This is an optimization exercise on Yosys and OpenROAD, whose aim is small area, a short achievable clock period and few clock cycles per item, not a production implementation. In this exercise RTL edits were held to simulation tests only and were not proved equivalent to the original. Power is estimated from default activity; no workload was simulated.

==> flow/design.v <==
package sbr_pkg;
	localparam int WINDOW  = 64;
	localparam int IW      = $clog2(WINDOW);
	localparam int POS_W   = 32;
	localparam int BYTE_W  = 8;
	localparam int SPACE_W = 7;
endpackage
import sbr_pkg::*;
module stream_byte_reassembler_core (
	input  logic               clk,
	input  logic               arst_n,
	input  logic               req_valid,
	output logic               req_stall,
	input  logic               kind,
	input  logic [POS_W-1:0]   stream_index,
	input  logic [BYTE_W-1:0]  data_byte,
	input  logic               ends_stream,
	input  logic [SPACE_W-1:0] downstream_space,
	output logic               rsp_valid,
	input  logic               rsp_stall,
	output logic               out_valid,
	output logic [BYTE_W-1:0]  out_byte,
	output logic               last_of_run,
	output logic [SPACE_W-1:0] pending_count,
	output logic               stream_closed
);
	function automatic logic [IW-1:0] pe64(input logic [WINDOW-1:0] x);
		logic [WINDOW-1:0]      v;
		logic [WINDOW*IW-1:0]   ix;
		logic [WINDOW-1:0]      nv;
		logic [WINDOW*IW-1:0]   nix;
		begin
			v  = x;
			ix = '0;
			for (int l = 0; l < IW; l++) begin
				nv  = '0;
				nix = '0;
				for (int i = 0; i < (WINDOW >> (l + 1)); i++) begin
					nv[i] = v[2*i] | v[2*i+1];
					for (int b = 0; b < IW; b++) begin
						if (b < l)
							nix[i*IW+b] = v[2*i] ? ix[(2*i)*IW+b] : ix[(2*i+1)*IW+b];
						else if (b == l)
							nix[i*IW+b] = !v[2*i];
					end
				end
				v  = nv;
				ix = nix;
			end
			pe64 = ix[IW-1:0];
		end
	endfunction
	logic              qv_q;
	logic              qkind_q;
	logic [IW-1:0]     qplo_q;
	logic [SPACE_W-1:0] qd_q;
	logic              qsmall_q;
	logic [BYTE_W-1:0] qbyte_q;
	logic [SPACE_W-1:0] qroom_q;
	logic [POS_W-1:0]  next_q;
	logic [WINDOW-1:0] rel_q;
	logic [BYTE_W-1:0] ring_q [WINDOW];
	logic [POS_W-1:0]  end_q;
	logic              end_known_q;
	logic              closed_q;
	logic [SPACE_W-1:0] pb_q;    
	logic [SPACE_W-1:0] k_q;     
	logic              em_q;
	logic [SPACE_W-1:0] rem_q;
	logic              ov_q;
	logic              od_q;
	logic [BYTE_W-1:0] ob_q;
	logic              ol_q;
	logic              oc_q;
	logic              free, do_proc, do_emit, take, adv;
	assign free      = !ov_q || !rsp_stall;
	assign do_emit   = em_q && free;
	assign do_proc   = qv_q && !em_q && free;
	assign req_stall = qv_q && (em_q || (ov_q && rsp_stall));
	assign take      = req_valid && !req_stall;
	logic [IW-1:0]     h, d6;
	logic [POS_W-1:0]  endrel;
	logic [SPACE_W-1:0] room, pend, k;
	logic              in_range, in_win, st0;
	logic [WINDOW-1:0] ddec, rdec, setk, z;
	logic              nonempty, last0, close_n;
	logic [BYTE_W-1:0] rd_byte;
	assign h    = next_q[IW-1:0];
	assign room = closed_q ? '0 : qroom_q;
	assign d6   = qd_q[IW-1:0];
	assign pend = pb_q - k_q;
	assign in_range = !qkind_q && qsmall_q && !qd_q[IW];
	assign in_win   = in_range && (qd_q < room);
	assign st0      = in_win && (d6 == '0);
	always_comb begin
		for (int i = 0; i < WINDOW; i++) begin
			ddec[i] = (d6 == IW'(i));
			rdec[i] = (room == SPACE_W'(i));
		end
	end
	assign setk = ddec & {WINDOW{in_range}};
	assign z    = ~(rel_q | setk) | rdec;
	assign k    = (|z) ? {1'b0, pe64(z)} : SPACE_W'(WINDOW);
	assign nonempty = !z[0];
	assign last0    = z[0] || z[1];
	assign endrel  = end_q - next_q;
	assign close_n = closed_q || (end_known_q && (endrel[POS_W-1:SPACE_W] == '0) &&
	                              (endrel[SPACE_W-1:0] == k));
	assign rd_byte = ring_q[h];
	assign adv     = (do_proc && nonempty) || do_emit;
	logic [POS_W-1:0]  da;
	logic [SPACE_W-1:0] dn;
	logic              sn;
	assign da = stream_index - next_q;
	always_comb begin
		if (adv) begin
			dn = da[SPACE_W-1:0] - SPACE_W'(1);
			sn = ((da[POS_W-1:SPACE_W] == '0) && (da[SPACE_W-1:0] != '0)) ||
			     ((da[POS_W-1:SPACE_W] == (POS_W-SPACE_W)'(1)) && (da[SPACE_W-1:0] == '0));
		end else begin
			dn = da[SPACE_W-1:0];
			sn = (da[POS_W-1:SPACE_W] == '0);
		end
	end
	always_ff @(posedge clk or negedge arst_n) begin
		if (!arst_n) begin
			qv_q        <= 1'b0;
			next_q      <= '0;
			rel_q       <= '0;
			end_known_q <= 1'b0;
			closed_q    <= 1'b0;
			pb_q        <= '0;
			k_q         <= '0;
			em_q        <= 1'b0;
			ov_q        <= 1'b0;
		end else begin
			if (take) begin
				qv_q <= 1'b1;
				if (ends_stream) end_known_q <= 1'b1;
			end else if (do_proc) begin
				qv_q <= 1'b0;
			end
			if (adv) begin
				next_q <= next_q + POS_W'(1);
			end
			if (do_proc) begin
				closed_q <= close_n;
				pb_q     <= pend + SPACE_W'(in_win && !rel_q[d6]);
				k_q      <= k;
				em_q     <= !last0;
				rel_q    <= nonempty ? ((rel_q | (ddec & {WINDOW{in_win}})) >> 1)
				                     :  (rel_q | (ddec & {WINDOW{in_win}}));
				ov_q     <= 1'b1;
			end else if (do_emit) begin
				em_q  <= (rem_q != SPACE_W'(2));
				rel_q <= rel_q >> 1;
				ov_q  <= 1'b1;
			end else if (!rsp_stall) begin
				ov_q <= 1'b0;
			end
		end
	end
	always_ff @(posedge clk) begin
		if (take) begin
			qkind_q  <= kind;
			qplo_q   <= stream_index[IW-1:0];
			qd_q     <= dn;
			qsmall_q <= sn;
			qbyte_q  <= data_byte;
			qroom_q  <= (downstream_space > SPACE_W'(WINDOW)) ? SPACE_W'(WINDOW) : downstream_space;
			if (ends_stream) end_q <= stream_index + POS_W'(!kind);
		end else if (adv) begin
			qd_q <= qd_q - SPACE_W'(1);
			if (qd_q == '0) qsmall_q <= 1'b0;
		end
		if (do_proc) begin
			if (in_win) ring_q[qplo_q] <= qbyte_q;
			rem_q <= k;
			od_q  <= nonempty;
			ob_q  <= !nonempty ? '0 : st0 ? qbyte_q : rd_byte;
			ol_q  <= last0;
			oc_q  <= close_n;
		end else if (do_emit) begin
			rem_q <= rem_q - SPACE_W'(1);
			od_q  <= 1'b1;
			ob_q  <= rd_byte;
			ol_q  <= (rem_q == SPACE_W'(2));
		end
	end
	assign rsp_valid     = ov_q;
	assign out_valid     = od_q;
	assign out_byte      = ob_q;
	assign last_of_run   = ol_q;
	assign pending_count = pend;
	assign stream_closed = oc_q;
endmodule
make LEC_CHECK=0 CAP_MARGIN=20 CORE_MARGIN=2 CORE_UTILIZATION=40 SETUP_SLACK_MARGIN=2.5 SLEW_MARGIN=20 finish   # period 6.0 ns
run.sh (not shown) runs the stock make flow with config.mk's settings and CLKGATE_MAP_FILE= SYNTH_SCRIPT=/design/flow/synth_recipe.tcl, a recipe that flattens the netlist after the stock synthesis.
Testbench counts at the start, summed over its fixed seeds: cycles 14,724, items 9,629.
Rerun with:
Settings changed: SETUP_SLACK_MARGIN 2.5 to unset.
Effect: The changed run finished with timing, DRC and antenna clean. Synthesized cell count is unchanged. Non-clock buffer count goes down by 216. Final area shrinks by 11%. Global-route usage fell by 1.3 points. Clock-buffer cell count went up by 3. Total power came out lower by 4.3%. Area after synthesis stays the same. Clock power went down by about 3%. Utilization fell by 5.5 points.

[separate check: timing with driven ports]
The flow's constraints put no driver on any port. The routed layouts listed below were extracted and timed again, unchanged, in two steps.
Step 1 sets driving cells, clkbuf_16 on the clock port and buf_2 on the other inputs (assumed; they add their load-dependent delay and slew).
Step 2 times the ports against the registers' clock, not the clock port: input delays grow and output delays shrink by t, the midpoint of the rising clock arrivals with the driver on.
Slacks: ideal ports / drivers / drivers and shift; pairs: ideal ports / drivers.
run	t, ns	setup slack, ns	worst setup path at the end	clock arrival spread, ns
the first run	0.706	2.066 / 2.066 / 1.532	input to register	0.033 / 0.033
the second run	0.693	0.929 / 0.929 / 0.544	input to register	0.073 / 0.073
After both steps every run listed still meets setup and hold. For the first run, which loses most, drivers alone change the setup slack by 0.000 ns; drivers and shift together by -0.534 ns.
